Background: an optimization exercise with open tools, aiming at small area. Do not read the settings as production practice.
RTL that was checked went through simulation tests only; none was proved equivalent to the original.
Function not checked in run 3: the RTL went through the layout flow alone.
No activity file was given, so power comes from the tool's default toggle rates.

$ cat flow/constraint.sdc
create_clock -name core_clock -period 6.0 [get_ports {clk_i}]
set_input_delay 1.2000 -clock core_clock [delete_from_list [all_inputs] [get_ports {clk_i}]]
set_output_delay 1.2000 -clock core_clock [all_outputs]
set_load 0.01 [all_outputs]
$ cat flow/config.mk
export PLATFORM = sky130hd
export DESIGN_NAME = vec_sequencer
export DESIGN_NICKNAME = vec_sequencer
export VERILOG_FILES = /design/flow/design.v
export SDC_FILE = /design/flow/constraint.sdc
export NUM_CORES = 4
export LEC_CHECK = 0
export CAP_MARGIN = 20
export CORE_MARGIN = 2
export CORE_UTILIZATION = 40
export SLEW_MARGIN = 20
$ cat flow/flow/run.sh
#!/bin/bash
# Standard layout, with three changes:
#  - synthesis maps the logic with an area-oriented ABC script (flow/area.abc);
#    everything else in synthesis is synth_recipe.tcl as given
#  - the port buffers are made from the smallest buffer cell
#  - a lighter clock tree: clkbuf_4 only, small sink clusters, no dummy loads
set -euo pipefail
W=$PWD
sed "s#@ABC@#$W/flow/area.abc#" flow/area_synth.tcl.in > "$W/area_synth.tcl"
export BUFFER_PORTS_ARGS="-buffer_cell sky130_fd_sc_hd__buf_1"
export CTS_ARGS="-sink_clustering_enable -repair_clock_nets -dont_use_dummy_load -buf_list {sky130_fd_sc_hd__clkbuf_4} -sink_clustering_size 10 -sink_clustering_max_diameter 40"
bash standard.sh finish SYNTH_SCRIPT="$W/area_synth.tcl" > standard_make.log 2>&1
$ cat flow/flow/area.abc
strash
dch
amap
$ cat flow/flow/area_synth.tcl.in
proc abc {args} {
  set i [lsearch -exact $args -script]
  if {$i >= 0} { lset args [expr {$i + 1}] @ABC@ }
  yosys abc {*}$args
}
proc synth {args} { yosys synth -nofsm -noshare {*}$args }
source $::env(SCRIPTS_DIR)/synth.tcl
# left out here: clear keep_hierarchy, flatten, clean up, hide names made inside functions, write 1_2_yosys.v
$ cat flow/standard.sh
#!/bin/bash
# synth_recipe.tcl (not shown) runs the flow's synth.tcl, then flattens the netlist and writes it again
# the make line also repeats each setting of config.mk as NAME=value (left out here)
make -C /OpenROAD-flow-scripts/flow DESIGN_CONFIG=/design/flow/config.mk WORK_HOME=/design/flow/orfs CLKGATE_MAP_FILE= SYNTH_SCRIPT=/design/flow/synth_recipe.tcl "${@:-finish}"
$ cat flow/design.v
package seq_pkg;
  typedef logic [$clog2(8)-1:0] vid_t;
  typedef logic [8-1:0] vinsn_vec_t;
  typedef logic [$clog2(32)-1:0] vreg_t;
  typedef enum logic [2:0] {
    VADD,
    VSUB,
    VMUL,
    VMACC,
    VLE,
    VSE
  } seq_op_e;
  typedef enum logic [1:0] {
    VFU_ALU,
    VFU_MFPU,
    VFU_LOAD,
    VFU_STORE
  } vfu_e;
  typedef enum logic {
    ST_IDLE,
    ST_WAIT
  } seq_state_e;
endpackage
module vec_sequencer (
  input  logic                            clk_i,
  input  logic                            rst_ni,
  input  logic                            req_valid_i,
  output logic                            req_ready_o,
  input  logic [2:0]                      req_op_i,
  input  logic [4:0]                      req_vs1_i,
  input  logic                            req_use_vs1_i,
  input  logic [4:0]                      req_vs2_i,
  input  logic                            req_use_vs2_i,
  input  logic [4:0]                      req_vd_i,
  input  logic                            req_use_vd_i,
  output logic                            resp_valid_o,
  output logic                            resp_error_o,
  output logic                            idle_o,
  output logic                            pe_req_valid_o,
  input  logic                            pe_req_ready_i,
  output logic [2:0]                      pe_req_id_o,
  output logic [2:0]                      pe_req_op_o,
  output logic [4:0]                      pe_req_vs1_o,
  output logic [4:0]                      pe_req_vs2_o,
  output logic [4:0]                      pe_req_vd_o,
  output logic [7:0]                      pe_hazard_vs1_o,
  output logic [7:0]                      pe_hazard_vs2_o,
  output logic [7:0]                      pe_hazard_vd_o,
  output logic [7:0]                      vinsn_running_o,
  output logic [63:0]                     hazard_table_o,
  input  logic [31:0]                     unit_done_i,
  input  logic                            addrgen_ack_i,
  input  logic                            addrgen_error_i
);
  logic is_alu, is_mfpu, is_ld, is_st;
  assign is_alu  = req_op_i[2:1] == 2'b00;
  assign is_mfpu = req_op_i[2:1] == 2'b01;
  assign is_ld   = req_op_i == 3'd4;
  assign is_st   = !is_alu && !is_mfpu && !is_ld;
  logic [7:0] run_q;
  logic [1:0] cnt_alu_q, cnt_mfpu_q;
  logic       busy_ld_q, busy_st_q;
  logic       wait_q;
  logic [7:0][4:0] wreg_q, r1reg_q, r2reg_q;
  logic [7:0]      wlast_q, r1last_q, r2last_q;
  logic       unit_free, full, issue;
  logic [7:0] nsel;
  logic [2:0] nid;
  assign full = &run_q;
  assign unit_free = (is_alu  && !cnt_alu_q[1]) ||
                     (is_mfpu && !cnt_mfpu_q[1]) ||
                     (is_ld   && !busy_ld_q) ||
                     (is_st   && !busy_st_q);
  assign req_ready_o = !wait_q && !(pe_req_valid_o && !pe_req_ready_i) && !full && unit_free;
  assign issue       = req_valid_i && req_ready_o;
  assign resp_valid_o = wait_q && addrgen_ack_i;
  assign resp_error_o = addrgen_error_i;
  always_comb begin
    nsel = '0;
    nid  = '0;
    for (int i = 7; i >= 0; i--) begin
      if (!run_q[i]) begin
        nsel    = '0;
        nsel[i] = 1'b1;
        nid     = 3'(i);
      end
    end
  end
  logic [7:0] done, keep, run_d;
  assign done  = unit_done_i[7:0] | unit_done_i[15:8] | unit_done_i[23:16] | unit_done_i[31:24];
  assign keep  = run_q & ~done;
  assign run_d = keep | (issue ? nsel : 8'h00);
  assign vinsn_running_o = run_q;
  assign idle_o          = ~|run_q;
  logic [7:0] eq_w1, eq_w2, eq_wd;
  logic [7:0] eq_a1, eq_a2, eq_ad;
  logic [7:0] eq_b1, eq_b2, eq_bd;
  logic [7:0] raw1, raw2, war, waw;
  logic [7:0] hz1, hz2, hzd;
  for (genvar i = 0; i < 8; i++) begin : gen_cmp
    assign eq_w1[i] = wreg_q[i] == req_vs1_i;
    assign eq_w2[i] = wreg_q[i] == req_vs2_i;
    assign eq_wd[i] = wreg_q[i] == req_vd_i;
    assign eq_a1[i] = r1reg_q[i] == req_vs1_i;
    assign eq_a2[i] = r1reg_q[i] == req_vs2_i;
    assign eq_ad[i] = r1reg_q[i] == req_vd_i;
    assign eq_b1[i] = r2reg_q[i] == req_vs1_i;
    assign eq_b2[i] = r2reg_q[i] == req_vs2_i;
    assign eq_bd[i] = r2reg_q[i] == req_vd_i;
  end
  assign raw1 = (req_use_vs1_i ? eq_w1 & wlast_q : 8'h00);
  assign raw2 = (req_use_vs2_i ? eq_w2 & wlast_q : 8'h00);
  assign waw  = (req_use_vd_i  ? eq_wd & wlast_q : 8'h00);
  assign war  = (req_use_vd_i  ? (eq_ad & r1last_q) | (eq_bd & r2last_q) : 8'h00);
  assign hz1 = (raw1 | war) & keep;
  assign hz2 = (raw2 | war) & keep;
  assign hzd = waw & keep;
  logic [7:0][7:0] table_q;
  always_ff @(posedge clk_i or negedge rst_ni) begin
    if (!rst_ni) begin
      run_q          <= '0;
      cnt_alu_q      <= '0;
      cnt_mfpu_q     <= '0;
      busy_ld_q      <= 1'b0;
      busy_st_q      <= 1'b0;
      wait_q         <= 1'b0;
      pe_req_valid_o <= 1'b0;
      table_q        <= '0;
    end else begin
      run_q <= run_d;
      if (issue && is_alu && !(|unit_done_i[7:0])) cnt_alu_q <= cnt_alu_q + 2'd1;
      else if (!(issue && is_alu) && (|unit_done_i[7:0])) cnt_alu_q <= cnt_alu_q - 2'd1;
      if (issue && is_mfpu && !(|unit_done_i[15:8])) cnt_mfpu_q <= cnt_mfpu_q + 2'd1;
      else if (!(issue && is_mfpu) && (|unit_done_i[15:8])) cnt_mfpu_q <= cnt_mfpu_q - 2'd1;
      if (issue && is_ld) busy_ld_q <= 1'b1;
      else if (|unit_done_i[23:16]) busy_ld_q <= 1'b0;
      if (issue && is_st) busy_st_q <= 1'b1;
      else if (|unit_done_i[31:24]) busy_st_q <= 1'b0;
      if (wait_q) begin
        if (addrgen_ack_i) wait_q <= 1'b0;
      end else if (issue && (is_ld || is_st)) begin
        wait_q <= 1'b1;
      end
      pe_req_valid_o <= issue || (pe_req_valid_o && !pe_req_ready_i);
      for (int r = 0; r < 8; r++) begin
        for (int j = 0; j < 8; j++) begin
          if (r == j) table_q[r][j] <= 1'b0;
          else table_q[r][j] <= (table_q[r][j] && keep[r] && keep[j]) ||
                                (issue && nsel[r] && (hz1[j] || hz2[j] || hzd[j]));
        end
      end
    end
  end
  assign hazard_table_o = table_q;
  always_ff @(posedge clk_i) begin
    if (issue) begin
      pe_req_id_o     <= nid;
      pe_req_op_o     <= req_op_i;
      pe_req_vs1_o    <= req_vs1_i;
      pe_req_vs2_o    <= req_vs2_i;
      pe_req_vd_o     <= req_vd_i;
      pe_hazard_vs1_o <= hz1;
      pe_hazard_vs2_o <= hz2;
      pe_hazard_vd_o  <= hzd;
      for (int i = 0; i < 8; i++) begin
        if (nsel[i]) begin
          wreg_q[i]   <= req_vd_i;
          r1reg_q[i]  <= req_vs1_i;
          r2reg_q[i]  <= req_vs2_i;
          wlast_q[i]  <= req_use_vd_i;
          r1last_q[i] <= req_use_vs1_i;
          r2last_q[i] <= req_use_vs2_i;
        end else begin
          if (req_use_vd_i && eq_wd[i]) wlast_q[i] <= 1'b0;
          if ((req_use_vs1_i && eq_a1[i]) || (req_use_vs2_i && eq_a2[i])) r1last_q[i] <= 1'b0;
          if ((req_use_vs1_i && eq_b1[i]) || (req_use_vs2_i && eq_b2[i])) r2last_q[i] <= 1'b0;
        end
      end
    end
  end
endmodule
==> impl_metrics.toml, run 1 <==
[status]
status = "no timing/DRC/antenna violations"

[final_layout]
final_cells = 1889
area_delta_synth_final_pct = 14.6
num-nets-final = 1548
drive_gt1_share_pct = 7.41
utilization_pct = 46.8
fin_area_mm2 = 0.0149

[placement]
gp_congestion = 0.898
place_area_mm2 = 0.0145
post-dp-hpwl_um = 31700
portBuffers = 170
placedCellCount = 1845
post-place-ws_ps = 1600

[power]
seqPwrFrac_pct = 59.1
leakage_nw = 4.64
clkPwrFrac_pct = 25.7
p_sw_mw = 1.02
p_per_area_mw_per_mm2 = 236
ir_worst_vdd_v = 0.000151
power_frac_comb_pct = 15.1
p_int_mw = 2.48
p_total_mw = 3.50
p_sw_share_pct = 29.1

[worst_setup_path]
path_cells = "buf_1 > clkinv_1 > buf_4 > o22ai_1 > nor4_1 > a32oi_1 > nor2_1 > a31oi_1 > nor2_1 > nor3_1 > o22ai_1"
start_kind = "primary input"
cp-endpoint = "hazard_table_o[26]$_DFF_PN0_"
worstPathRequired_ps = 6500
cp-end-kind = "flip-flop"
critPathKind = "primary input to flip-flop"
crit_cells = 11
r2r_slack_ps = 2450
r2r-start = "run_q[1]$_DFF_PN0_"
cp_top_family = "buffers and inverters"
r2r-end = "wlast_q[4]$_SDFFCE_PN0P_"
crit_arrival_ps = 4400
crit_slowest_cell = "nor3_1"
reg2reg_depth = 11
crit_fanout = 16
worst-path-buf-inv = 3
startpoint = "req_vd_i[3]"
slowest_delay_ps = 760

[floorplanning]
core_mm2 = 0.0317
die_w_um = 184
fp.dieArea_mm2 = 0.0339
row_count = 65
ios = 181
start_util_pct = 40.9
die_h_um = 184

[routing]
dr.pass1.iters = 8
wire_per_inst_um = 26.6
dr.first_iter.drc_count = 2605
ant_nets = 0
vias = 13030
drc = 0
wl_um = 50200
vias_per_cell = 6.90

[clocking]
cts_root_buf = "clkbuf_4"
clock-sinks = 261
worstSkewPairLatency_ps = 690
ctsHoldBuffers = 0
cts.htree.levels = 2
cts_made_buffers = 41
ctsResizeCount = 0
clockBufferDepth = 3
cts_setup_buffers = 0
cts_tree = "done"
clk_pin_slew_ps = 90

[grt]
overflow = 0
grt_max_degree = 73
antenna_found_initial = 2
grt_pass1_vias = 12315
grt_pass1_wl_um = 73700
grt_usage_pct = 29.0

[synthesis]
synthTopCellsByArea = "edfxtp_1 (44%), dfrtp_1 (14%), o22ai_1 (11%)"
yosysSeqAreaShare_pct = 57.7
synth_top_area_cell = "edfxtp_1"
async_reset_ff_share_pct = 27.6
synth_edf_count = 189
yosys.area.top_type_share_pct = 43.8
synthDistinctLibCells = 33
avgSynthCellArea_um2 = 10.7
synthCells = 1215
ys.flop_type = "edfxtp_1"
synth_area_mm2 = 0.0130
ys_ff_latch = 261
ys.warnings.count = 1

[sta]
hold_viol_final = 0
worst_slack_ps = 2100
hold_slack_ps = 524
finalCritPeriodShare_pct = 65.0
rsz0062_at_grt = "false"
fin_skew_ps = 62.8
clock.fmax_mhz = 256
final.setup.tns_ps = 0
finalSetupViolCount = 0
worstMarginPinSlew_ps = 1070
finalCriticalPeriod_ps = 3900
relSlewSlack_pct = 27.8
slew_violations = 0

[worst_hold_path]
hold_path_class = "flip-flop to flip-flop"
worstHoldStart = "hazard_table_o[3]$_DFF_PN0_"

[run]
maxCapViolCount = 0
==> sequential cells by signal, summed over array words and instances, names as in the netlist, 40 cells and up <==
register	flops
hazard_table_o	56
r2reg_q	40
r1reg_q	40
wreg_q	40
==> kinds of logic (layout without fill, tap and decap cells) <==
group                      after synthesis  count (layout)  share of synthesized area (%)
DFF                                    261             261                           57.7
adders and majority gates                2               2                          0.193
buffers and inverters                  220             483                           6.63
AOI/OAI and AO/OA                      482             482                           26.7
and+or+nand+nor                        249             249                           8.76
other                                    1              10                         0.0289
==> cell usage after synthesis (all sizes together), types with 7 or more instances <==
| cell | n |
|---|---|
| o22ai | 233 |
| clkinv | 211 |
| edfxtp | 189 |
| nor2 | 108 |
| dfrtp | 72 |
| a222oi | 53 |
| a2111oi | 37 |
| nand2 | 35 |
| nor3 | 33 |
| a221oi | 32 |
| a31oi | 30 |
| o2111ai | 29 |
| nor4 | 28 |
| o21ai | 28 |
| nand3 | 20 |
| a21oi | 13 |
| nand4 | 11 |
| buf | 9 |
| a32oi | 8 |
| or3 | 7 |
==> worst register-to-register path, stage by stage, from the launching register on <==
cell and delay, ps:
dfrtp_1 580, nand2_1 260, clkinv_1 140, nand3_1 210, nor4_1 120, nor4_1 390
nand2_1 100, buf_4 290, nor2_1 220, buf_4 270, clkinv_1 450, o21ai_0 230
==> layer usage <==
metal / vias up / track usage (%) / part of all wire (%) / wire length [um]
met3: 194 / 6.54 / 14 / 6840
met5: - / 0 / 0 / 0
met1: 6156 / 40.7 / 39 / 19500
met4: 0 / 12.8 / 4.2 / 2120
met2: 1157 / 42.9 / 43 / 21700
li1: 5523 / - / - / -
==> layout by cell type (no fill, tap or decap), types with 35 or more instances in the layout <==
master	instances
a222oi_1	53
nand2_1	35
o22ai_1	233
edfxtp_1	189
clkinv_1	210
clkbuf_4	41
a2111oi_0	37
buf_1	164
nor2_1	108
buf_4	59
dfrtp_1	72
==> layout make-up <==
type                            count  area, um2
Fill cell                        2998      16900
Sequential cell                   261       7480
Multi-Input combinational cell    741       4660
Timing Repair Buffer              231       1110
Inverter                          211        792
Tap cell                          402        503
Clock buffer                       41        308
Antenna cell                        2       5.00
==> power by group through the flow <==
stage / Combinational [mW] / Clock (mW) / Sequential [mW]
6_report: 0.530 / 0.901 / 2.07
5_1_grt: 0.562 / 0.996 / 2.08
3_5_place_dp: 0.513 / 0 / 2.11
3_3_place_gp: 0.506 / 0 / 2.11
2_1_floorplan: 0.230 / 0 / 2.12
4_1_cts: 0.514 / 0.921 / 2.07
==> worst min-delay path by stage <==
stage                                    to  slack (ps)  depth (start not counted)
2_1_floorplan         busy_st_q$_DFFE_PN0P_         510                          2
6_report        hazard_table_o[3]$_DFF_PN0_         520                          2
3_3_place_gp   hazard_table_o[62]$_DFF_PN0_         510                          2
3_5_place_dp    hazard_table_o[3]$_DFF_PN0_         520                          2
4_1_cts         hazard_table_o[3]$_DFF_PN0_         530                          2
5_1_grt        hazard_table_o[60]$_DFF_PN0_         540                          2
==> run 2: changes to the inputs <==
--- a/flow/config.mk
+++ b/flow/config.mk
@@ -8,4 +8,5 @@
 export CAP_MARGIN = 20
 export CORE_MARGIN = 2
 export CORE_UTILIZATION = 40
+export GPL_TIMING_DRIVEN = 0
 export SLEW_MARGIN = 20
==> impl_metrics.toml, run 2 <==
[synthesis]
synth_xor_area_share_pct = 0
synthSimpleGateAreaFrac_pct = 8.76
synth_top_family_by_area = "compound AO/OA/AOI/OAI gates"
synth-compound-area-share_pct = 26.7
synthDistinctLibCells = 33
synthTopCellsByArea = "edfxtp_1 (44%), dfrtp_1 (14%), o22ai_1 (11%)"
synth_edf_count = 189
synthCells = 1215
ys_ff_latch = 261
avgSynthCellArea_um2 = 10.7
synthMuxAreaShare_pct = 0
synthAdderAreaFrac_pct = 0.193
ys.warnings.count = 1
synth.most_common_cell = "o22ai_1"
yosys.area.top_type_share_pct = 43.8
async_reset_ff_share_pct = 27.6
synthTopCellsByCount = "o22ai_1 (233), clkinv_1 (211), edfxtp_1 (189), nor2_1 (108), dfrtp_1 (72)"
ys.flop_type = "edfxtp_1"
synth_area_mm2 = 0.0130
synth_top_area_cell = "edfxtp_1"
yosysSeqAreaShare_pct = 57.7

[power]
seqPwrFrac_pct = 58.7
p_int_mw = 2.49
leakage_nw = 4.62
ir_worst_vdd_v = 0.000143
p_sw_share_pct = 29.4
p_sw_mw = 1.04
power_frac_comb_pct = 15.1
clkPwrFrac_pct = 26.1
p_per_area_mw_per_mm2 = 236
p_total_mw = 3.53

[grt]
grt_pass1_vias = 12417
grt_max_degree = 39
grt_usage_pct = 28.5
antenna_found_initial = 1
grt_pass1_wl_um = 73100
overflow = 0

[sta]
worstMarginPinSlew_ps = 1200
slew_violations = 0
clock.fmax_mhz = 212
relSlewSlack_pct = 19.8
finalSetupViolCount = 0
hold_viol_final = 0
finalCritPeriodShare_pct = 78.7
finalCriticalPeriod_ps = 4720
rsz0062_at_grt = "false"
fin_skew_ps = 60.8

[clocking]
worstSkewPairLatency_ps = 700
ctsHoldBuffers = 0
ctsResizeCount = 0
clockBufferDepth = 3
cts_made_buffers = 41
cts_tree = "done"
cts.htree.levels = 2
clk_pin_slew_ps = 110
clock-sinks = 261
cts_root_buf = "clkbuf_4"
cts_setup_buffers = 0

[final_layout]
final_cell_mix = "o22ai_1 (233), clkinv_1 (198), edfxtp_1 (189), buf_1 (153), nor2_1 (100)"
final_common_cell = "o22ai_1"
num-nets-final = 1515
final_cells = 1855
largest_reg_flops = 56
area_delta_synth_final_pct = 15.0
drive_gt1_share_pct = 8.26
utilization_pct = 47.0
fin_area_mm2 = 0.0149

[routing]
dr.pass1.iters = 9
drc = 0
dr.first_iter.drc_count = 2142
ant_nets = 0
wl_um = 49100
vias = 12750
wire_per_inst_um = 26.5
vias_per_cell = 6.87

[placement]
place_area_mm2 = 0.0146
gp_congestion = 0.911
placedCellCount = 1813
post-dp-hpwl_um = 30100
portBuffers = 171

[worst_setup_path]
critPathKind = "flip-flop to flip-flop"
slowest_delay_ps = 690
worstPathRequired_ps = 6360
path_cells = "nand2_1 > clkinv_1 > nand3_1 > nor4_1 > nor4_1 > nand2_2 > buf_12 > nor2_2 > clkinv_1 > o21ai_0"
worst-path-buf-inv = 3
start_kind = "flip-flop"
crit_slowest_cell = "dfrtp_1"
cp_top_family = "simple AND/OR/NAND/NOR gates"
reg2reg_depth = 10
crit_cells = 10
crit_arrival_ps = 5090
crit_fanout = 22
cp-end-kind = "flip-flop"

[floorplanning]
row_count = 65
core_mm2 = 0.0317
ios = 181
die_h_um = 184
start_util_pct = 40.9
fp.dieArea_mm2 = 0.0339
die_w_um = 184

[run]
maxCapViolCount = 0

[worst_hold_path]
hold_path_class = "primary input to async pin"

[status]
status = "no timing/DRC/antenna violations"
run 2: final timing paths:
check	from	end	slack, ps
worst max register to register	run_q[0]$_DFF_PN0_	wlast_q[4]$_SDFFCE_PN0P_	1280
max in group asynchronous	rst_ni	hazard_table_o[25]$_DFF_PN0_	4800
worst min-delay path	rst_ni	hazard_table_o[31]$_DFF_PN0_	420
min in group core_clock	hazard_table_o[25]$_DFF_PN0_	hazard_table_o[25]$_DFF_PN0_	530
worst max-delay path	run_q[0]$_DFF_PN0_	wlast_q[4]$_SDFFCE_PN0P_	1280
worst min register to register	hazard_table_o[25]$_DFF_PN0_	hazard_table_o[25]$_DFF_PN0_	530
run 2: cell families (layout without fill, tap and decap cells):
family / count (synthesis) / in the layout
other cells: 1 / 9
flops: 261 / 261
simple gates: 249 / 249
compound gates: 482 / 482
buf+inv: 220 / 450
fa+ha+maj: 2 / 2
run 2: metal layers:
layer	global-route usage, %	part of all wire (%)
met5	0	0
met4	13.8	4.6
met3	5.82	12
met2	43.4	44
met1	38.9	39
run 2: area by class of cell:
cell class	count	area, um2
flip-flops and latches	261	7480
plain buffers	9	67.6
repair buffers	189	1000
inverters	211	807
fillers	2976	16800
clock buffers	41	308
multi-input cells	741	4740
well taps	402	503
diodes	1	2.50
run 2: per-stage QoR:
stage	hold WS [ps]	setup slack (ps)	setup TNS [ps]
floorplan	508	1510	0
finish	415	1280	0
global placement	501	-1190	-78680
global route	425	883	0
detailed placement	517	655	0
CTS	405	1280	0
run 2: worst reg2reg max path, delay by kind of cell (launching register included):
family / cells / cell delay (ps)
AOI/OAI and AO/OA: 1 / 250
and+or+nand+nor: 6 / 2380
buffers and inverters: 3 / 1080
DFF: 1 / 690
run 2: power groups by stage:
| stage | clock [mW] | sequential [mW] | combinational [mW] |
|---|---|---|---|
| floorplan | 0 | 2.12 | 0.230 |
| global placement | 0 | 2.11 | 0.474 |
| detailed placement | 0 | 2.11 | 0.517 |
| CTS | 0.931 | 2.07 | 0.519 |
| global route | 0.997 | 2.08 | 0.567 |
| finish | 0.922 | 2.07 | 0.533 |
==> run 3: changes to the inputs <==
--- a/flow/design.v
+++ b/flow/design.v
@@ -115,7 +115,8 @@
   assign hz1 = (raw1 | war) & keep;
   assign hz2 = (raw2 | war) & keep;
   assign hzd = waw & keep;
-  logic [7:0][7:0] table_q;
+  logic [7:0] hzany;
+  assign hzany = hz1 | hz2 | hzd;
   always_ff @(posedge clk_i or negedge rst_ni) begin
     if (!rst_ni) begin
       run_q          <= '0;
@@ -125,7 +126,6 @@
       busy_st_q      <= 1'b0;
       wait_q         <= 1'b0;
       pe_req_valid_o <= 1'b0;
-      table_q        <= '0;
     end else begin
       run_q <= run_d;
       if (issue && is_alu && !(|unit_done_i[7:0])) cnt_alu_q <= cnt_alu_q + 2'd1;
@@ -142,11 +142,18 @@
         wait_q <= 1'b1;
       end
       pe_req_valid_o <= issue || (pe_req_valid_o && !pe_req_ready_i);
+    end
+  end
+  logic [63:0] table_q;
+  always_ff @(posedge clk_i or negedge rst_ni) begin
+    if (!rst_ni) begin
+      table_q <= '0;
+    end else begin
       for (int r = 0; r < 8; r++) begin
         for (int j = 0; j < 8; j++) begin
-          if (r == j) table_q[r][j] <= 1'b0;
-          else table_q[r][j] <= (table_q[r][j] && keep[r] && keep[j]) ||
-                                (issue && nsel[r] && (hz1[j] || hz2[j] || hzd[j]));
+          if (r == j) table_q[8*r+j] <= 1'b0;
+          else table_q[8*r+j] <= (table_q[8*r+j] && keep[r] && keep[j]) ||
+                                 (issue && nsel[r] && hzany[j]);
         end
       end
     end
--- a/flow/config.mk
+++ b/flow/config.mk
@@ -5,8 +5,7 @@
 export SDC_FILE = /design/flow/constraint.sdc
 export NUM_CORES = 4
 export LEC_CHECK = 0
-export CAP_MARGIN = 20
+export CAP_MARGIN = 0
 export CORE_MARGIN = 2
 export CORE_UTILIZATION = 40
-export GPL_TIMING_DRIVEN = 0
-export SLEW_MARGIN = 20
+export SLEW_MARGIN = 0
==> impl_metrics.toml, run 3 <==
[worst_hold_path]
hold_depth = 2
whs_endpoint = "hazard_table_o[1]$_DFF_PN0_"
worstHoldStart = "hazard_table_o[1]$_DFF_PN0_"
hold_path_class = "flip-flop to flip-flop"

[routing]
dr.first_iter.drc_count = 2581
vias = 12889
vias_per_cell = 6.84
drc = 0
wire_per_inst_um = 26.3
ant_nets = 0
dr.pass1.iters = 10
wl_um = 49700

[sta]
rsz0062_at_grt = "false"
fin_skew_ps = 81.1
clock.fmax_mhz = 253
finalCritPeriodShare_pct = 65.8
worstMarginPinSlew_ps = 1150
finalSetupViolCount = 0
finalCriticalPeriod_ps = 3950
final.setup.tns_ps = 0
relSlewSlack_pct = 22.4
slew_violations = 0
hold_viol_final = 0

[synthesis]
synth_top_area_cell = "edfxtp_1"
synthTopCellsByCount = "o22ai_1 (225), clkinv_1 (203), edfxtp_1 (189), nor2_1 (104), dfrtp_1 (72)"
yosys.area.top_type_share_pct = 43.8
avgSynthCellArea_um2 = 10.7
synth_area_mm2 = 0.0130
ys.warnings.count = 1
synth.most_common_cell = "o22ai_1"
synthDistinctLibCells = 34
synthTopCellsByArea = "edfxtp_1 (44%), dfrtp_1 (14%), o22ai_1 (11%)"
ys.flop_type = "edfxtp_1"
ys_ff_latch = 261
synthCells = 1211
yosysSeqAreaShare_pct = 57.7
synth_edf_count = 189
async_reset_ff_share_pct = 27.6

[worst_setup_path]
critPathKind = "primary input to flip-flop"
r2r_slack_ps = 2460
slowest_delay_ps = 870
worstPathRequired_ps = 6470
crit_arrival_ps = 4420
crit_slowest_cell = "nor3_1"
path_cells = "clkbuf_2 > clkinv_1 > buf_4 > o22ai_1 > nor4_1 > a32oi_1 > nor2_1 > a31oi_1 > nor2_1 > nor3_1 > o22ai_1"
r2r-end = "wlast_q[2]$_SDFFCE_PN0P_"
cp_top_family = "buffers and inverters"
start_kind = "primary input"
reg2reg_depth = 10
r2r-start = "run_q[1]$_DFF_PN0_"
worst-path-buf-inv = 3
cp-end-kind = "flip-flop"
crit_fanout = 15

[final_layout]
largest_reg_flops = 56
final_cell_mix = "o22ai_1 (225), clkinv_1 (202), edfxtp_1 (189), buf_1 (162), nor2_1 (104)"
num-nets-final = 1545
drive_gt1_share_pct = 7.56
utilization_pct = 46.8
final_common_cell = "o22ai_1"
area_delta_synth_final_pct = 14.6

[placement]
gp_congestion = 0.930
portBuffers = 170
post-dp-hpwl_um = 31400

[clocking]
clockBufferDepth = 3
cts.htree.levels = 2
clk_pin_slew_ps = 100
ctsResizeCount = 0
clock-sinks = 261
cts_root_buf = "clkbuf_4"
cts_setup_buffers = 0
worstSkewPairLatency_ps = 670
cts_tree = "done"
cts_made_buffers = 42
ctsHoldBuffers = 0

[power]
leakage_nw = 4.65
p_per_area_mw_per_mm2 = 236
ir_worst_vdd_v = 0.000178

[grt]
grt_max_degree = 73
grt_usage_pct = 28.9
grt_pass1_wl_um = 74100
overflow = 0
antenna_found_initial = 1
grt_pass1_vias = 12529

[floorplanning]
core_mm2 = 0.0317
ios = 181
row_count = 65
die_w_um = 184
die_h_um = 184
fp.dieArea_mm2 = 0.0339
start_util_pct = 40.9

[status]
status = "no timing/DRC/antenna violations"

[run]
maxCapViolCount = 0
[run 3: cell count changes after synthesis, sizes merged, moves of 4 or more]
cell,delta
a221oi,-7
clkinv,-8
nand2,+5
nor2,-4
nor3,-4
nor4,+5
o21ai,+8
o22ai,-8
[run 3: power by group]
part           switching, mW  internal [mW]
clock network          0.586          0.321
registers             0.0380           2.03
logic                  0.386          0.143
[run 3: kinds of logic (layout without fill, tap and decap cells)]
kind of cell             count (synthesis)  after routing  synth area share, %
AO/OA/AOI/OAI                          483            483                 26.8
flip-flops                             261            261                 57.7
other                                    1              9               0.0289
adder cells (fa/ha/maj)                  2              2                0.193
buffers and inverters                  212            476                 6.40
AND/OR/NAND/NOR                        252            252                 8.90
[run 3: cell type report]
| type | count | area, um2 |
|---|---|---|
| repair buffers | 231 | 1110 |
| well taps | 402 | 503 |
| flip-flops and latches | 261 | 7480 |
| fillers | 2961 | 16900 |
| inverters | 203 | 762 |
| diodes | 1 | 2.50 |
| multi-input cells | 745 | 4680 |
| clock buffers | 42 | 315 |
[run 3: worst max path at each step]
stage	start	endpoint	slack [ps]	cells after the start
after floorplan	req_op_i[2]	cnt_mfpu_q[1]$_DFFE_PN0P_	900	11
after global placement	req_vd_i[2]	hazard_table_o[5]$_DFF_PN0_	1610	11
after detailed placement	req_op_i[2]	wlast_q[2]$_SDFFCE_PN0P_	1530	10
after CTS	req_op_i[2]	req_ready_o	2130	6
after global routing	req_op_i[2]	wlast_q[2]$_SDFFCE_PN0P_	1890	10
final	req_vd_i[2]	hazard_table_o[61]$_DFF_PN0_	2050	11
[run 3: through the flow]
stage | total power, mW | setup WS [ps] | hold WS (ps) | cell area (um2) | cells
finish | 3.50 | 2050 | 498 | 14800 | 1885
global route | 3.64 | 1890 | 516 | 14800 | 1885
CTS | 3.50 | 2130 | 503 | 14800 | 1884
detailed placement | 2.61 | 1530 | 479 | 14500 | 1842
global placement | 2.61 | 1610 | 468 | 14500 | 1842
floorplan | 2.35 | 898 | 507 | 13000 | 1218
[run 3: layer usage]
metal,GRT usage (%),routed length [um],vias to the layer above
met4,13.4,2140,0
li1,-,-,5550
met3,6.74,6540,194
met2,42.4,21300,1051
met1,40.5,19700,6094
met5,0,0,-
[run 3: worst register-to-register path, stage by stage, from the launching register on]
cell	delay, ps
dfrtp_1	570
nand2_1	220
clkinv_1	120
nand3_1	200
nor4_1	100
nor4_1	310
nand2_1	530
buf_4	440
nor2_1	190
clkinv_1	360
o21ai_0	210
==> run 4: changes to the inputs <==
--- a/flow/design.v
+++ b/flow/design.v
@@ -171,18 +171,23 @@
       pe_hazard_vd_o  <= hzd;
       for (int i = 0; i < 8; i++) begin
         if (nsel[i]) begin
-          wreg_q[i]   <= req_vd_i;
-          r1reg_q[i]  <= req_vs1_i;
-          r2reg_q[i]  <= req_vs2_i;
-          wlast_q[i]  <= req_use_vd_i;
-          r1last_q[i] <= req_use_vs1_i;
-          r2last_q[i] <= req_use_vs2_i;
-        end else begin
-          if (req_use_vd_i && eq_wd[i]) wlast_q[i] <= 1'b0;
-          if ((req_use_vs1_i && eq_a1[i]) || (req_use_vs2_i && eq_a2[i])) r1last_q[i] <= 1'b0;
-          if ((req_use_vs1_i && eq_b1[i]) || (req_use_vs2_i && eq_b2[i])) r2last_q[i] <= 1'b0;
+          wreg_q[i]  <= req_vd_i;
+          r1reg_q[i] <= req_vs1_i;
+          r2reg_q[i] <= req_vs2_i;
         end
       end
     end
   end
+  logic [7:0] set_w, set_r1, set_r2, kill_w, kill_r1, kill_r2;
+  assign set_w   = (issue && req_use_vd_i)  ? nsel : 8'h00;
+  assign set_r1  = (issue && req_use_vs1_i) ? nsel : 8'h00;
+  assign set_r2  = (issue && req_use_vs2_i) ? nsel : 8'h00;
+  assign kill_w  = issue ? (nsel | (req_use_vd_i ? eq_wd : 8'h00)) : 8'h00;
+  assign kill_r1 = issue ? (nsel | (req_use_vs1_i ? eq_a1 : 8'h00) | (req_use_vs2_i ? eq_a2 : 8'h00)) : 8'h00;
+  assign kill_r2 = issue ? (nsel | (req_use_vs1_i ? eq_b1 : 8'h00) | (req_use_vs2_i ? eq_b2 : 8'h00)) : 8'h00;
+  always_ff @(posedge clk_i) begin
+    wlast_q  <= (wlast_q  & ~kill_w)  | set_w;
+    r1last_q <= (r1last_q & ~kill_r1) | set_r1;
+    r2last_q <= (r2last_q & ~kill_r2) | set_r2;
+  end
 endmodule
--- a/flow/flow/run.sh
+++ b/flow/flow/run.sh
@@ -8,5 +8,6 @@
 W=$PWD
 sed "s#@ABC@#$W/flow/area.abc#" flow/area_synth.tcl.in > "$W/area_synth.tcl"
 export BUFFER_PORTS_ARGS="-buffer_cell sky130_fd_sc_hd__buf_1"
+export DONT_USE_CELLS="sky130_fd_sc_hd__buf_8 sky130_fd_sc_hd__buf_12 sky130_fd_sc_hd__buf_16 sky130_fd_sc_hd__bufbuf_8 sky130_fd_sc_hd__bufbuf_16 sky130_fd_sc_hd__clkbuf_16"
 export CTS_ARGS="-sink_clustering_enable -repair_clock_nets -dont_use_dummy_load -buf_list {sky130_fd_sc_hd__clkbuf_4} -sink_clustering_size 10 -sink_clustering_max_diameter 40"
 bash standard.sh finish SYNTH_SCRIPT="$W/area_synth.tcl" > standard_make.log 2>&1
--- a/flow/config.mk
+++ b/flow/config.mk
@@ -5,7 +5,9 @@
 export SDC_FILE = /design/flow/constraint.sdc
 export NUM_CORES = 4
 export LEC_CHECK = 0
-export CAP_MARGIN = 0
+export CAP_MARGIN = 20
 export CORE_MARGIN = 2
-export CORE_UTILIZATION = 40
-export SLEW_MARGIN = 0
+export CORE_UTILIZATION = 60
+export GPL_TIMING_DRIVEN = 0
+export PLACE_DENSITY = 0.8
+export SLEW_MARGIN = 20
==> impl_metrics.toml, run 4 <==
[synthesis]
yosys.area.top_type_share_pct = 38.6
synthTopCellsByCount = "o22ai_1 (242), clkinv_1 (214), edfxtp_1 (165), dfrtp_1 (72), nor2_1 (71)"
ys.flop_type = "edfxtp_1"
async_reset_ff_share_pct = 27.6
synthTopCellsByArea = "edfxtp_1 (39%), dfrtp_1 (14%), o22ai_1 (12%)"
yosysSeqAreaShare_pct = 56.4
synthDistinctLibCells = 37
synth_top_area_cell = "edfxtp_1"
ys.warnings.count = 1
synth_edf_count = 165
avgSynthCellArea_um2 = 10.5
synthCells = 1227
synth_area_mm2 = 0.0128
ys_ff_latch = 261
synth.most_common_cell = "o22ai_1"

[power]
p_sw_mw = 1.05
power_frac_comb_pct = 16.2
ir_worst_vdd_v = 0.000170
seqPwrFrac_pct = 59.0
leakage_nw = 4.57
clkPwrFrac_pct = 24.8
p_int_mw = 2.50
p_sw_share_pct = 29.5
p_per_area_mw_per_mm2 = 243

[worst_setup_path]
startpoint = "req_vd_i[0]"
r2r-end = "hazard_table_o[61]$_DFF_PN0_"
worstPathRequired_ps = 6500
crit_fanout = 33
r2r_slack_ps = 1570
crit_arrival_ps = 5700
cp-end-kind = "flip-flop"
start_kind = "primary input"
cp-endpoint = "hazard_table_o[44]$_DFF_PN0_"
r2r-start = "run_q[0]$_DFF_PN0_"
reg2reg_depth = 9
critPathKind = "primary input to flip-flop"

[sta]
clock.fmax_mhz = 192
finalCritPeriodShare_pct = 86.6
hold_viol_final = 0
final.setup.tns_ps = 0
finalCriticalPeriod_ps = 5200
fin_skew_ps = 57.6
relSlewSlack_pct = 20.7
worstMarginPinSlew_ps = 1180
slew_violations = 0
finalSetupViolCount = 0
rsz0062_at_grt = "false"
worst_slack_ps = 802

[final_layout]
num-nets-final = 1530
register_area_mm2 = 0.00724
drive_gt1_share_pct = 7.16
multi_input_area_mm2 = 0.00481
final_common_cell = "o22ai_1"
largest_reg_flops = 56
fill_cells = 1559
utilization_pct = 69.5
final_cell_mix = "o22ai_1 (242), clkinv_1 (209), edfxtp_1 (165), buf_1 (153), dfrtp_1 (72)"
area_delta_synth_final_pct = 13.8

[placement]
portBuffers = 171
post-dp-hpwl_um = 26900
gp_congestion = 0.922
post-place-ws_ps = 504

[clocking]
cts_made_buffers = 38
cts_setup_buffers = 0
ctsHoldBuffers = 0
clockBufferDepth = 3
cts_root_buf = "clkbuf_4"
ctsResizeCount = 0
clk_pin_slew_ps = 110
cts_tree = "done"
cts.htree.levels = 2
clock-sinks = 261
worstSkewPairLatency_ps = 680

[routing]
wire_per_inst_um = 26.0
drc = 0
vias = 13198
dr.pass1.iters = 15
ant_nets = 0
wl_um = 45400
vias_per_cell = 7.57
dr.first_iter.drc_count = 2808

[floorplanning]
core_mm2 = 0.0210
fp.dieArea_mm2 = 0.0226
die_h_um = 150
ios = 181
die_w_um = 150
row_count = 53
start_util_pct = 61.1

[grt]
grt_usage_pct = 39.1
grt_pass1_wl_um = 67100
antenna_found_initial = 1
grt_max_degree = 42
overflow = 0
grt_pass1_vias = 12265

[status]
status = "no timing/DRC/antenna violations"

[worst_hold_path]
hold_path_class = "primary input to async pin"

[run]
maxCapViolCount = 0
[run 4: area by class of cell]
cell class	instances	area share [%]
Tap cell	275	2.35
Antenna cell	1	0.0171
Sequential cell	261	49.5
Timing Repair Buffer	195	7.28
Clock buffer	38	1.95
Inverter	214	5.53
Multi-Input combinational cell	750	32.9
Buffer	9	0.462
[run 4: power by group through the flow]
| stage | clock network, mW | logic (mW) | registers, mW |
|---|---|---|---|
| after floorplan | 0 | 0.271 | 2.14 |
| after global placement | 0 | 0.498 | 2.13 |
| after detailed placement | 0 | 0.543 | 2.13 |
| after CTS | 0.873 | 0.543 | 2.09 |
| after global routing | 0.937 | 0.607 | 2.10 |
| final | 0.879 | 0.574 | 2.09 |
[run 4: kinds of logic (layout without fill, tap and decap cells)]
family / Yosys count / in the layout / synth area share [%]
AND/OR/NAND/NOR: 224 / 224 / 8.63
flip-flops: 261 / 261 / 56.4
adder cells (fa/ha/maj): 2 / 2 / 0.195
AO/OA/AOI/OAI: 515 / 515 / 27.9
XOR/XNOR: 1 / 1 / 0.0682
other: 1 / 9 / 0.0292
buffers and inverters: 223 / 456 / 6.78
[run 4: routing by layer]
metal	track usage [%]	vias to the layer above	share of wire, %
met4	22.8	0	6.5
met5	0	-	0
met1	53.6	6018	35
li1	-	5501	-
met2	55.9	1341	42
met3	10.8	338	16
[run 4: metrics by stage]
stage	hold slack (ps)	std cells	cell area (um2)	total power, mW
CTS	405	1738	14500	3.51
finish	412	1743	14600	3.55
global placement	447	1680	13900	2.63
floorplan	433	1234	12900	2.41
detailed placement	451	1700	14200	2.67
global route	392	1743	14600	3.65
[run 4: worst min path at each step]
stage | slack [ps] | endpoint | startpoint | cells after the start
finish | 410 | run_q[3]$_DFF_PN0_ | rst_ni | 1
global route | 390 | run_q[3]$_DFF_PN0_ | rst_ni | 1
CTS | 400 | run_q[3]$_DFF_PN0_ | rst_ni | 1
detailed placement | 450 | r1last_q[2]$_DFF_P_ | r1last_q[2]$_DFF_P_ | 2
global placement | 450 | r1last_q[2]$_DFF_P_ | r1last_q[2]$_DFF_P_ | 2
floorplan | 430 | r1last_q[2]$_DFF_P_ | r1last_q[2]$_DFF_P_ | 2
[run 4: critical path, stage by stage]
cell      delay [ps]
buf_2            620
clkinv_1        1180
nor2_1           340
a21oi_1           60
o221ai_1         100
nor3_1           100
a32oi_1          450
nor2_1           130
a31oi_1          230
nor2_1            90
nor3_1           910
o22ai_1          230
==> run 5: changes to the inputs <==
--- a/flow/config.mk
+++ b/flow/config.mk
@@ -7,7 +7,6 @@
 export LEC_CHECK = 0
 export CAP_MARGIN = 20
 export CORE_MARGIN = 2
-export CORE_UTILIZATION = 60
+export CORE_UTILIZATION = 40
 export GPL_TIMING_DRIVEN = 0
-export PLACE_DENSITY = 0.8
 export SLEW_MARGIN = 20
==> impl_metrics.toml, run 5 <==
[status]
status = "no timing/DRC/antenna violations"

[power]
ir_worst_vdd_v = 0.000159
p_per_area_mw_per_mm2 = 241
leakage_nw = 4.66
p_total_mw = 3.60

[clocking]
ctsResizeCount = 0
cts_tree = "done"
clk_pin_slew_ps = 120
clock-sinks = 261
cts_root_buf = "clkbuf_4"
clockBufferDepth = 3
worstSkewPairLatency_ps = 690
cts_made_buffers = 41
cts_setup_buffers = 0
cts.htree.levels = 2
ctsHoldBuffers = 0

[floorplanning]
die_w_um = 183
start_util_pct = 40.7
core_mm2 = 0.0316
ios = 181
row_count = 65
fp.dieArea_mm2 = 0.0336
die_h_um = 183

[sta]
slew_violations = 0
fin_skew_ps = 87.9
clock.fmax_mhz = 210
worstMarginPinSlew_ps = 1150
worst_slack_ps = 1250
rsz0062_at_grt = "false"
finalSetupViolCount = 0
relSlewSlack_pct = 22.5
hold_viol_final = 0
finalCritPeriodShare_pct = 79.2
finalCriticalPeriod_ps = 4750

[final_layout]
final_cell_mix = "o22ai_1 (242), clkinv_1 (201), edfxtp_1 (165), buf_1 (153), dfrtp_1 (72)"
largest_reg_flops = 56
area_delta_synth_final_pct = 16.2
final_common_cell = "o22ai_1"
final_cells = 1880
drive_gt1_share_pct = 8.40
num-nets-final = 1539
fin_area_mm2 = 0.0149

[routing]
wire_per_inst_um = 25.9
ant_nets = 0
vias_per_cell = 6.76
vias = 12713
wl_um = 48600
drc = 0
dr.first_iter.drc_count = 2331
dr.pass1.iters = 11

[synthesis]
ys_ff_latch = 261
synthDistinctLibCells = 37
yosysSeqAreaShare_pct = 56.4
synthTopCellsByArea = "edfxtp_1 (39%), dfrtp_1 (14%), o22ai_1 (12%)"
async_reset_ff_share_pct = 27.6
avgSynthCellArea_um2 = 10.5
synth.most_common_cell = "o22ai_1"
synthCells = 1227
synth_area_mm2 = 0.0128
synth_top_area_cell = "edfxtp_1"
ys.flop_type = "edfxtp_1"
synthTopCellsByCount = "o22ai_1 (242), clkinv_1 (214), edfxtp_1 (165), dfrtp_1 (72), nor2_1 (71)"
yosys.area.top_type_share_pct = 38.6
synth_edf_count = 165
ys.warnings.count = 1

[placement]
placedCellCount = 1836
post-dp-hpwl_um = 30000
portBuffers = 171
place_area_mm2 = 0.0146
post-place-ws_ps = 826
gp_congestion = 0.883

[worst_setup_path]
crit_arrival_ps = 5330
worstPathRequired_ps = 6580
cp-end-kind = "flip-flop"
start_kind = "flip-flop"
crit_fanout = 16
critPathKind = "flip-flop to flip-flop"

[grt]
grt_pass1_vias = 12107
grt_max_degree = 32
grt_pass1_wl_um = 72200
antenna_found_initial = 1
grt_usage_pct = 28.4
overflow = 0

[worst_hold_path]
hold_path_class = "flip-flop to flip-flop"

[run]
maxCapViolCount = 0
run 5: cell count changes in the layout (fill, tap and decap cells not counted), sizes merged:
cell    change
buf         +7
inv         -1
clkinv      +1
clkbuf      +2
diode       +1
run 5: routing by layer:
metal / wire, um / global-route usage, %
met4: 2270 / 13.4
met3: 5600 / 6.29
met2: 21100 / 42.5
met1: 19600 / 39.1
met5: 0 / 0
run 5: worst max-delay path, stage by stage (launching register included):
cell	delay (ps)
dfrtp_1	560
clkinv_1	380
nor2_1	280
nand3_1	230
or3_1	400
nor3_1	690
clkinv_1	300
nor2_2	740
clkinv_1	690
o21ai_0	370
run 5: final cells by class:
type                       instances  area (um2)
timing repair buffer             201        1160
inverter                         214         820
clock buffer                      41         308
sequential                       261        7240
buffer                             9        67.6
tap                              402         503
antenna                            2        5.00
multi-input combinational        750        4820
fill                            2963       16600
run 5: cell families after synthesis:
kind of cell,Yosys count,share of synthesized area (%)
other cells,1,0.0292
fa+ha+maj,2,0.195
simple gates,224,8.63
flops,261,56.4
xor+xnor,1,0.0682
compound gates,515,27.9
buf+inv,223,6.78
run 5: through the flow:
step | hold WS [ps] | utilization [%] | TNS (ps)
after CTS | 470 | 47.2 | 0
after global routing | 494 | 47.3 | 0
after global placement | 445 | 44.4 | -224860
final | 472 | 47.3 | 0
after detailed placement | 456 | 46.2 | 0
after floorplan | 433 | - | 0
run 5: where the power goes:
part	internal, mW	switching [mW]	total (mW)
Sequential	2.03	0.0576	2.09
Combinational	0.187	0.407	0.594
Clock	0.313	0.602	0.915
Total	2.53	1.07	3.60
run 5: path summary, 6_finish.rpt:
check / startpoint / end / slack [ps] / cells after the start
max: run_q[0]$_DFF_PN0_ / r1last_q[7]$_DFF_P_ / 1250 / 9
min: r2last_q[1]$_DFF_P_ / r2last_q[1]$_DFF_P_ / 470 / 2
max reg2reg: run_q[0]$_DFF_PN0_ / r1last_q[7]$_DFF_P_ / 1250 / 9
min reg2reg: r2last_q[1]$_DFF_P_ / r2last_q[1]$_DFF_P_ / 470 / 2
max in group asynchronous: rst_ni / hazard_table_o[22]$_DFF_PN0_ / 4690 / 3
min in group asynchronous: rst_ni / run_q[4]$_DFF_PN0_ / 520 / 1
==> run 6: changes to the inputs <==
--- a/flow/flow/run.sh
+++ b/flow/flow/run.sh
@@ -8,6 +8,5 @@
 W=$PWD
 sed "s#@ABC@#$W/flow/area.abc#" flow/area_synth.tcl.in > "$W/area_synth.tcl"
 export BUFFER_PORTS_ARGS="-buffer_cell sky130_fd_sc_hd__buf_1"
-export DONT_USE_CELLS="sky130_fd_sc_hd__buf_8 sky130_fd_sc_hd__buf_12 sky130_fd_sc_hd__buf_16 sky130_fd_sc_hd__bufbuf_8 sky130_fd_sc_hd__bufbuf_16 sky130_fd_sc_hd__clkbuf_16"
 export CTS_ARGS="-sink_clustering_enable -repair_clock_nets -dont_use_dummy_load -buf_list {sky130_fd_sc_hd__clkbuf_4} -sink_clustering_size 10 -sink_clustering_max_diameter 40"
 bash standard.sh finish SYNTH_SCRIPT="$W/area_synth.tcl" > standard_make.log 2>&1
--- a/flow/config.mk
+++ b/flow/config.mk
@@ -8,5 +8,4 @@
 export CAP_MARGIN = 20
 export CORE_MARGIN = 2
 export CORE_UTILIZATION = 40
-export GPL_TIMING_DRIVEN = 0
 export SLEW_MARGIN = 20
==> impl_metrics.toml, run 6 <==
[worst_setup_path]
crit_fanout = 18
worstPathRequired_ps = 6570
start_kind = "primary input"
crit_arrival_ps = 4600
critPathKind = "primary input to flip-flop"
cp-end-kind = "flip-flop"

[floorplanning]
start_util_pct = 40.7
die_w_um = 183
ios = 181
row_count = 65
fp.dieArea_mm2 = 0.0336
die_h_um = 183
core_mm2 = 0.0316

[synthesis]
synth_top_family_by_area = "compound AO/OA/AOI/OAI gates"
synthSimpleGateAreaFrac_pct = 8.63
synth_edf_count = 165
synthCells = 1227
synth_area_mm2 = 0.0128
yosysSeqAreaShare_pct = 56.4
synthAdderAreaFrac_pct = 0.195
synth.most_common_cell = "o22ai_1"
synthTopCellsByCount = "o22ai_1 (242), clkinv_1 (214), edfxtp_1 (165), dfrtp_1 (72), nor2_1 (71)"
synthMuxAreaShare_pct = 0
synthTopCellsByArea = "edfxtp_1 (39%), dfrtp_1 (14%), o22ai_1 (12%)"
synth_top_area_cell = "edfxtp_1"
synth_xor_area_share_pct = 0.0682
synthDistinctLibCells = 37
avgSynthCellArea_um2 = 10.5
synth-compound-area-share_pct = 27.9
ys_ff_latch = 261
ys.warnings.count = 1
ys.flop_type = "edfxtp_1"
async_reset_ff_share_pct = 27.6
yosys.area.top_type_share_pct = 38.6

[placement]
post-dp-hpwl_um = 31100
portBuffers = 170
gp_congestion = 0.935

[sta]
finalCriticalPeriod_ps = 4030
relSlewSlack_pct = 28.0
clock.fmax_mhz = 248
hold_viol_final = 0
finalCritPeriodShare_pct = 67.1
slew_violations = 0
finalSetupViolCount = 0
rsz0062_at_grt = "false"
fin_skew_ps = 75.2
worstMarginPinSlew_ps = 1070
final.setup.tns_ps = 0

[final_layout]
largest_reg_flops = 56
area_delta_synth_final_pct = 14.7
final_common_cell = "o22ai_1"
final_cell_mix = "o22ai_1 (242), clkinv_1 (213), edfxtp_1 (165), buf_1 (163), dfrtp_1 (72)"
num-nets-final = 1557
drive_gt1_share_pct = 7.50

[clocking]
worstSkewPairLatency_ps = 690
cts_tree = "done"
cts_setup_buffers = 0
ctsResizeCount = 0
cts_root_buf = "clkbuf_4"
clock-sinks = 261
cts.htree.levels = 2
clockBufferDepth = 3
ctsHoldBuffers = 0
cts_made_buffers = 42
clk_pin_slew_ps = 80

[grt]
grt_max_degree = 73
overflow = 0
grt_pass1_vias = 12506
grt_usage_pct = 29.5
grt_pass1_wl_um = 75300
antenna_found_initial = 2

[routing]
drc = 0
dr.first_iter.drc_count = 2169
ant_nets = 0
dr.pass1.iters = 11
wl_um = 50600
vias_per_cell = 6.82
wire_per_inst_um = 26.7
vias = 12935

[run]
maxCapViolCount = 0

[power]
clkPwrFrac_pct = 25.6
power_frac_comb_pct = 15.9
seqPwrFrac_pct = 58.4
p_sw_share_pct = 29.8
leakage_nw = 4.57
p_per_area_mw_per_mm2 = 244
ir_worst_vdd_v = 0.000149
p_total_mw = 3.59
p_sw_mw = 1.07
p_int_mw = 2.52

[status]
status = "no timing/DRC/antenna violations"

[worst_hold_path]
hold_path_class = "flip-flop to flip-flop"
-- run 6: worst paths after layout --
kind                       depth (start not counted)           startpoint  slack [ps]                            to
max                                               11          req_op_i[2]        1970  hazard_table_o[16]$_DFF_PN0_
min                                                2  r1last_q[2]$_DFF_P_         470           r1last_q[2]$_DFF_P_
max reg2reg                                       10   run_q[0]$_DFF_PN0_        1990           r1last_q[7]$_DFF_P_
min reg2reg                                        2  r1last_q[2]$_DFF_P_         470           r1last_q[2]$_DFF_P_
max in group asynchronous                          2               rst_ni        4600   hazard_table_o[1]$_DFF_PN0_
min in group asynchronous                          2               rst_ni         710              wait_q$_DFF_PN0_
-- run 6: cell families after synthesis --
family          after synthesis
fa+ha+maj                     2
flops                       261
xor+xnor                      1
other cells                   1
compound gates              515
buf+inv                     223
simple gates                224
-- run 6: final cells by class --
class,count,area (um2)
fill,2982,16800
sequential,261,7240
multi-input combinational,750,4790
timing repair buffer,227,1070
inverter,214,803
tap,402,503
clock buffer,42,315
antenna,1,2.50
-- run 6: worst max-delay path, cell delays in order --
cell and delay [ps]:
buf_1 200, clkinv_1 150, or3_1 380, o221a_1 260, nor4_1 240, nand2_1 560
buf_4 440, nor2_1 120, buf_4 270, clkinv_1 450, o22ai_1 320
-- run 6: power groups by stage --
| stage | Sequential [mW] | Combinational (mW) | Clock, mW |
|---|---|---|---|
| floorplan | 2.14 | 0.271 | 0 |
| global placement | 2.13 | 0.551 | 0 |
| detailed placement | 2.13 | 0.556 | 0 |
| CTS | 2.09 | 0.557 | 0.935 |
| global route | 2.11 | 0.614 | 1.01 |
| finish | 2.10 | 0.571 | 0.920 |
-- run 6: metrics by stage --
stage / cell area [um2] / util [%] / hold WS, ps / cells / setup slack (ps)
4_1_cts: 14700 / 46.6 / 467 / 1896 / 2000
2_1_floorplan: 12900 / - / 433 / 1234 / 121
6_report: 14700 / 46.7 / 470 / 1897 / 1970
5_1_grt: 14700 / 46.7 / 484 / 1897 / 1630
3_5_place_dp: 14400 / 45.7 / 452 / 1854 / 1300
3_3_place_gp: 14400 / 45.7 / 450 / 1854 / 1360
-- run 6: per-layer routing --
layer	GRT usage (%)	part of all wire [%]
met1	39.0	38
met2	44.8	44
met3	8.38	13
met4	14.0	4.9
met5	0	0.024
==> run 7: changes to the inputs <==
--- a/flow/flow/run.sh
+++ b/flow/flow/run.sh
@@ -8,5 +8,6 @@
 W=$PWD
 sed "s#@ABC@#$W/flow/area.abc#" flow/area_synth.tcl.in > "$W/area_synth.tcl"
 export BUFFER_PORTS_ARGS="-buffer_cell sky130_fd_sc_hd__buf_1"
+for s in FLOORPLAN GLOBAL_PLACE RESIZE REPAIR_TIMING_POST_PLACE CTS GLOBAL_ROUTE DETAIL_ROUTE; do export PRE_${s}_TCL="$W/flow/small_bufs.tcl"; done
 export CTS_ARGS="-sink_clustering_enable -repair_clock_nets -dont_use_dummy_load -buf_list {sky130_fd_sc_hd__clkbuf_4} -sink_clustering_size 10 -sink_clustering_max_diameter 40"
 bash standard.sh finish SYNTH_SCRIPT="$W/area_synth.tcl" > standard_make.log 2>&1
==> flow/flow/small_bufs.tcl (new file) <==
# Keep repair from reaching for the largest buffers
set_dont_use [get_lib_cells {sky130_fd_sc_hd__buf_6 sky130_fd_sc_hd__buf_8 sky130_fd_sc_hd__buf_12 sky130_fd_sc_hd__buf_16 sky130_fd_sc_hd__bufbuf_8 sky130_fd_sc_hd__bufbuf_16 sky130_fd_sc_hd__clkbuf_8 sky130_fd_sc_hd__clkbuf_16}]
==> impl_metrics.toml, run 7 <==
[sta]
relSlewSlack_pct = 21.2
fin_skew_ps = 74.4
finalCriticalPeriod_ps = 4130
clock.fmax_mhz = 242
slew_violations = 0
finalSetupViolCount = 0
hold_viol_final = 0
worst_slack_ps = 1870
worstMarginPinSlew_ps = 1170
hold_slack_ps = 413
finalCritPeriodShare_pct = 68.8
rsz0062_at_grt = "false"
final.setup.tns_ps = 0

[routing]
ant_nets = 0
dr.pass1.iters = 10
vias_per_cell = 6.91
vias = 13164
wl_um = 51700
wire_per_inst_um = 27.1
dr.first_iter.drc_count = 2457
drc = 0

[power]
clkPwrFrac_pct = 25.3
p_sw_mw = 1.08
p_int_mw = 2.50
p_per_area_mw_per_mm2 = 244
power_frac_comb_pct = 16.0
seqPwrFrac_pct = 58.7
p_sw_share_pct = 30.1
ir_worst_vdd_v = 0.000143
p_total_mw = 3.58
leakage_nw = 4.49

[synthesis]
avgSynthCellArea_um2 = 10.5
ys.flop_type = "edfxtp_1"
async_reset_ff_share_pct = 27.6
yosysSeqAreaShare_pct = 56.4
ys.warnings.count = 1
synth_edf_count = 165
synthCells = 1227
ys_ff_latch = 261
synth_top_area_cell = "edfxtp_1"
synthTopCellsByArea = "edfxtp_1 (39%), dfrtp_1 (14%), o22ai_1 (12%)"
synth_area_mm2 = 0.0128
synthDistinctLibCells = 37
synth.most_common_cell = "o22ai_1"
yosys.area.top_type_share_pct = 38.6
synthTopCellsByCount = "o22ai_1 (242), clkinv_1 (214), edfxtp_1 (165), dfrtp_1 (72), nor2_1 (71)"

[clocking]
clock-sinks = 261
clk_pin_slew_ps = 110
ctsHoldBuffers = 0
ctsResizeCount = 0
cts_made_buffers = 40
cts_setup_buffers = 0
worstSkewPairLatency_ps = 700
cts_root_buf = "clkbuf_4"
cts_tree = "done"
cts.htree.levels = 2
clockBufferDepth = 3

[grt]
overflow = 0
grt_usage_pct = 30.0
grt_pass1_vias = 12477
grt_max_degree = 56
grt_pass1_wl_um = 76100
antenna_found_initial = 3

[final_layout]
final_cell_mix = "o22ai_1 (242), clkinv_1 (213), buf_1 (190), edfxtp_1 (165), dfrtp_1 (72)"
largest_reg_flops = 56
drive_gt1_share_pct = 6.20
multi_input_area_mm2 = 0.00479
num-nets-final = 1564
register_area_mm2 = 0.00724
fill_cells = 3028
utilization_pct = 46.3
final_common_cell = "o22ai_1"
area_delta_synth_final_pct = 13.9

[floorplanning]
die_h_um = 183
row_count = 65
die_w_um = 183
core_mm2 = 0.0316
fp.dieArea_mm2 = 0.0336
start_util_pct = 40.7
ios = 181

[worst_setup_path]
start_kind = "primary input"
reg2reg_depth = 11
r2r-start = "run_q[0]$_DFF_PN0_"
cp-end-kind = "flip-flop"
r2r_slack_ps = 2020
worstPathRequired_ps = 6270
critPathKind = "primary input to flip-flop"
r2r-end = "wlast_q[2]$_DFF_P_"
crit_fanout = 17
crit_arrival_ps = 4400

[run]
maxCapViolCount = 0

[worst_hold_path]
hold_path_class = "primary input to async pin"

[placement]
post-place-ws_ps = 1290
post-dp-hpwl_um = 33600
gp_congestion = 0.951
portBuffers = 170

[status]
status = "no timing/DRC/antenna violations"
-- run 7: cell counts after synthesis --
No cell type changed its count.
-- run 7: kinds of logic after synthesis --
logic type / synth area share, %
flip-flops: 56.4
AO/OA/AOI/OAI: 27.9
buffers and inverters: 6.78
XOR/XNOR: 0.0682
AND/OR/NAND/NOR: 8.63
adder cells (fa/ha/maj): 0.195
other: 0.0292
-- run 7: worst max-delay path: stages --
cell	delay (ps)
buf_1	220
clkinv_1	150
or3_1	380
o221a_1	270
nor4_1	270
nand2_1	540
buf_2	440
nor2_1	180
buf_1	720
-- run 7: per-layer routing --
layer  vias to the layer above  share of wire (%)  GRT usage [%]
met4                         0                4.6           14.1
met5                         -                  0              0
met2                      1084                 43           44.7
met1                      6268                 39           41.0
li1                       5591                  -              -
met3                       221                 13           7.74
-- run 7: worst max path at each step --
stage	from	endpoint	slack [ps]	cells after the start
4_1_cts	req_op_i[2]	r1reg_q[12]$_DFFE_PP_	1930	9
3_3_place_gp	req_op_i[2]	wreg_q[13]$_DFFE_PP_	1420	9
5_1_grt	req_op_i[2]	r1reg_q[12]$_DFFE_PP_	1690	9
3_5_place_dp	req_op_i[2]	r1reg_q[12]$_DFFE_PP_	1290	9
2_1_floorplan	req_op_i[2]	hazard_table_o[40]$_DFF_PN0_	120	8
6_report	req_op_i[2]	r1reg_q[12]$_DFFE_PP_	1870	9
-- run 7: cell type report --
type | instances | area share, %
tap | 402 | 3.44
inverter | 214 | 5.49
clock buffer | 40 | 2.05
sequential | 261 | 49.5
antenna | 3 | 0.0513
timing repair buffer | 236 | 6.71
multi-input combinational | 750 | 32.8
-- run 7: through the flow --
step,instances,area [um2]
after floorplan,1234,12900
after global placement,1863,14300
after detailed placement,1863,14300
after CTS,1903,14600
after global routing,1905,14600
final,1906,14600
-- run 7: power groups by stage --
stage / logic [mW] / clock network, mW / registers, mW
3_3_place_gp: 0.545 / 0 / 2.13
6_report: 0.573 / 0.904 / 2.10
3_5_place_dp: 0.552 / 0 / 2.13
4_1_cts: 0.553 / 0.916 / 2.10
2_1_floorplan: 0.271 / 0 / 2.14
5_1_grt: 0.611 / 0.992 / 2.11
==> run 8: changes to the inputs <==
--- a/flow/config.mk
+++ b/flow/config.mk
@@ -8,4 +8,5 @@
 export CAP_MARGIN = 20
 export CORE_MARGIN = 2
 export CORE_UTILIZATION = 40
+export GPL_TIMING_DRIVEN = 0
 export SLEW_MARGIN = 20
==> impl_metrics.toml, run 8 <==
[status]
status = "no timing/DRC/antenna violations"

[sta]
finalCriticalPeriod_ps = 4730
final.setup.tns_ps = 0
fin_skew_ps = 81.7
relSlewSlack_pct = 21.8
clock.fmax_mhz = 211
worst_slack_ps = 1270
rsz0062_at_grt = "false"
hold_viol_final = 0
worstMarginPinSlew_ps = 1160
slew_violations = 0
finalCritPeriodShare_pct = 78.8
finalSetupViolCount = 0

[synthesis]
async_reset_ff_share_pct = 27.6
yosysSeqAreaShare_pct = 56.4
synthTopCellsByArea = "edfxtp_1 (39%), dfrtp_1 (14%), o22ai_1 (12%)"
synthDistinctLibCells = 37
synth_xor_area_share_pct = 0.0682
synth_top_area_cell = "edfxtp_1"
synth_top_family_by_area = "compound AO/OA/AOI/OAI gates"
synth.most_common_cell = "o22ai_1"
synth_area_mm2 = 0.0128
avgSynthCellArea_um2 = 10.5
synth_edf_count = 165
synthMuxAreaShare_pct = 0
ys_ff_latch = 261
synthSimpleGateAreaFrac_pct = 8.63
yosys.area.top_type_share_pct = 38.6
ys.flop_type = "edfxtp_1"
synthAdderAreaFrac_pct = 0.195
synthTopCellsByCount = "o22ai_1 (242), clkinv_1 (214), edfxtp_1 (165), dfrtp_1 (72), nor2_1 (71)"
synthCells = 1227
ys.warnings.count = 1
synth-compound-area-share_pct = 27.9

[power]
p_total_mw = 3.58
p_sw_mw = 1.07
p_per_area_mw_per_mm2 = 245
ir_worst_vdd_v = 0.000147
seqPwrFrac_pct = 58.4
leakage_nw = 4.55
p_int_mw = 2.51
clkPwrFrac_pct = 25.9
p_sw_share_pct = 29.8
power_frac_comb_pct = 15.7

[routing]
dr.pass1.iters = 8
dr.first_iter.drc_count = 2563
drc = 0
wl_um = 48800
wire_per_inst_um = 25.9
vias_per_cell = 6.82
ant_nets = 0
vias = 12827

[grt]
grt_pass1_wl_um = 72100
grt_max_degree = 33
antenna_found_initial = 3
overflow = 0
grt_usage_pct = 28.3
grt_pass1_vias = 12086

[worst_setup_path]
critPathKind = "flip-flop to flip-flop"
start_kind = "flip-flop"
crit_fanout = 16
crit_arrival_ps = 5300
cp-end-kind = "flip-flop"
worstPathRequired_ps = 6570

[final_layout]
final_cells = 1881
num-nets-final = 1540
fin_area_mm2 = 0.0146
final_common_cell = "o22ai_1"
largest_reg_flops = 56
multi_input_area_mm2 = 0.00481
final_cell_mix = "o22ai_1 (242), clkinv_1 (200), edfxtp_1 (165), buf_1 (153), dfrtp_1 (72)"
area_delta_synth_final_pct = 13.8
fill_cells = 3017
drive_gt1_share_pct = 8.46
register_area_mm2 = 0.00724

[clocking]
clockBufferDepth = 3
cts.htree.levels = 2
ctsResizeCount = 0
cts_root_buf = "clkbuf_4"
cts_setup_buffers = 0
cts_made_buffers = 42
clk_pin_slew_ps = 110
worstSkewPairLatency_ps = 690
ctsHoldBuffers = 0
cts_tree = "done"
clock-sinks = 261

[run]
maxCapViolCount = 0

[floorplanning]
fp.dieArea_mm2 = 0.0336
core_mm2 = 0.0316
start_util_pct = 40.7
ios = 181
die_w_um = 183
die_h_um = 183
row_count = 65

[placement]
post-place-ws_ps = 720
gp_congestion = 0.883
portBuffers = 171
placedCellCount = 1836
post-dp-hpwl_um = 30000
place_area_mm2 = 0.0143

[worst_hold_path]
hold_path_class = "primary input to async pin"
## run 8: cell counts after synthesis
No cell type changed its count.
## run 8: path summary, 6_finish.rpt
path / startpoint / to / slack, ps / depth (start not counted)
setup / recovery: run_q[0]$_DFF_PN0_ / hazard_table_o[56]$_DFF_PN0_ / 1270 / 9
hold / removal: rst_ni / run_q[3]$_DFF_PN0_ / 440 / 1
setup reg to reg: run_q[0]$_DFF_PN0_ / hazard_table_o[56]$_DFF_PN0_ / 1270 / 9
max in group asynchronous: rst_ni / run_q[1]$_DFF_PN0_ / 4380 / 3
hold reg to reg: r1last_q[2]$_DFF_P_ / r1last_q[2]$_DFF_P_ / 470 / 2
min in group core_clock: r1last_q[2]$_DFF_P_ / r1last_q[2]$_DFF_P_ / 470 / 2
## run 8: per-layer routing
| layer | routed length [um] | global-route usage (%) | share of wire (%) |
|---|---|---|---|
| met5 | 0 | 0 | 0 |
| met4 | 2420 | 14.3 | 5.0 |
| met3 | 6020 | 6.73 | 12 |
| met2 | 21100 | 42.0 | 43 |
| met1 | 19300 | 38.9 | 39 |
## run 8: stage by stage
step                      hold WS, ps  utilization (%)
after global placement            445             44.4
after floorplan                   433                -
final                             442             46.3
after global routing              421             46.3
after CTS                         424             46.3
after detailed placement          455             45.3
## run 8: worst max-delay path: stages, from the launching register on
cell      delay [ps]
dfrtp_1          560
clkinv_1         370
nor2_1           270
nand3_1          240
or3_1            410
nor3_1           710
clkinv_1         290
nor2_2           730
clkinv_1         660
o22ai_1          360
## run 8: cell type report
class                   instances  area share (%)
repair buffers                201            5.86
plain buffers                   9           0.462
diodes                          2          0.0342
flip-flops and latches        261            49.5
inverters                     214            5.61
clock buffers                  42            2.16
well taps                     402            3.44
multi-input cells             750            32.9
## run 8: power groups by stage
stage / Sequential (mW) / Clock, mW / Combinational (mW)
3_5_place_dp: 2.13 / 0 / 0.548
4_1_cts: 2.09 / 0.944 / 0.549
5_1_grt: 2.10 / 1.02 / 0.604
6_report: 2.09 / 0.927 / 0.562
3_3_place_gp: 2.13 / 0 / 0.527
2_1_floorplan: 2.14 / 0 / 0.271
## run 8: cell families (layout without fill, tap and decap cells)
family / count (synthesis) / in the layout
AO/OA/AOI/OAI: 515 / 515
flip-flops: 261 / 261
AND/OR/NAND/NOR: 224 / 224
buffers and inverters: 223 / 466
adder cells (fa/ha/maj): 2 / 2
other: 1 / 10
XOR/XNOR: 1 / 1

==> what the ideal ports hide <==
The flow's constraints put no driver on any port. The routed layouts listed below were extracted and timed again, unchanged, in two steps.
Step 1 sets driving cells, clkbuf_16 on the clock port and buf_2 on the other inputs (assumed; they add their load-dependent delay and slew).
Step 2 also shifts input and output timing later by t, the mid clock arrival at the registers, as if the neighbouring blocks saw the same clock.
a / b / c = no drivers / after step 1 / after step 2; a / b = the first two.
run	shift t [ns]	slack for setup (ns)
run 1	0.698	2.101 / 2.099 / 1.415
run 2	0.716	1.276 / 1.276 / 0.582
run 3	0.675	2.053 / 2.076 / 1.401
run 4	0.693	0.802 / 0.821 / 0.128
run 5	0.698	1.247 / 1.247 / 0.793
run 6	0.699	1.974 / 1.995 / 1.298
run 7	0.704	1.874 / 1.892 / 1.189
run 8	0.692	1.270 / 1.270 / 0.621
After both steps every run listed still meets setup and hold.
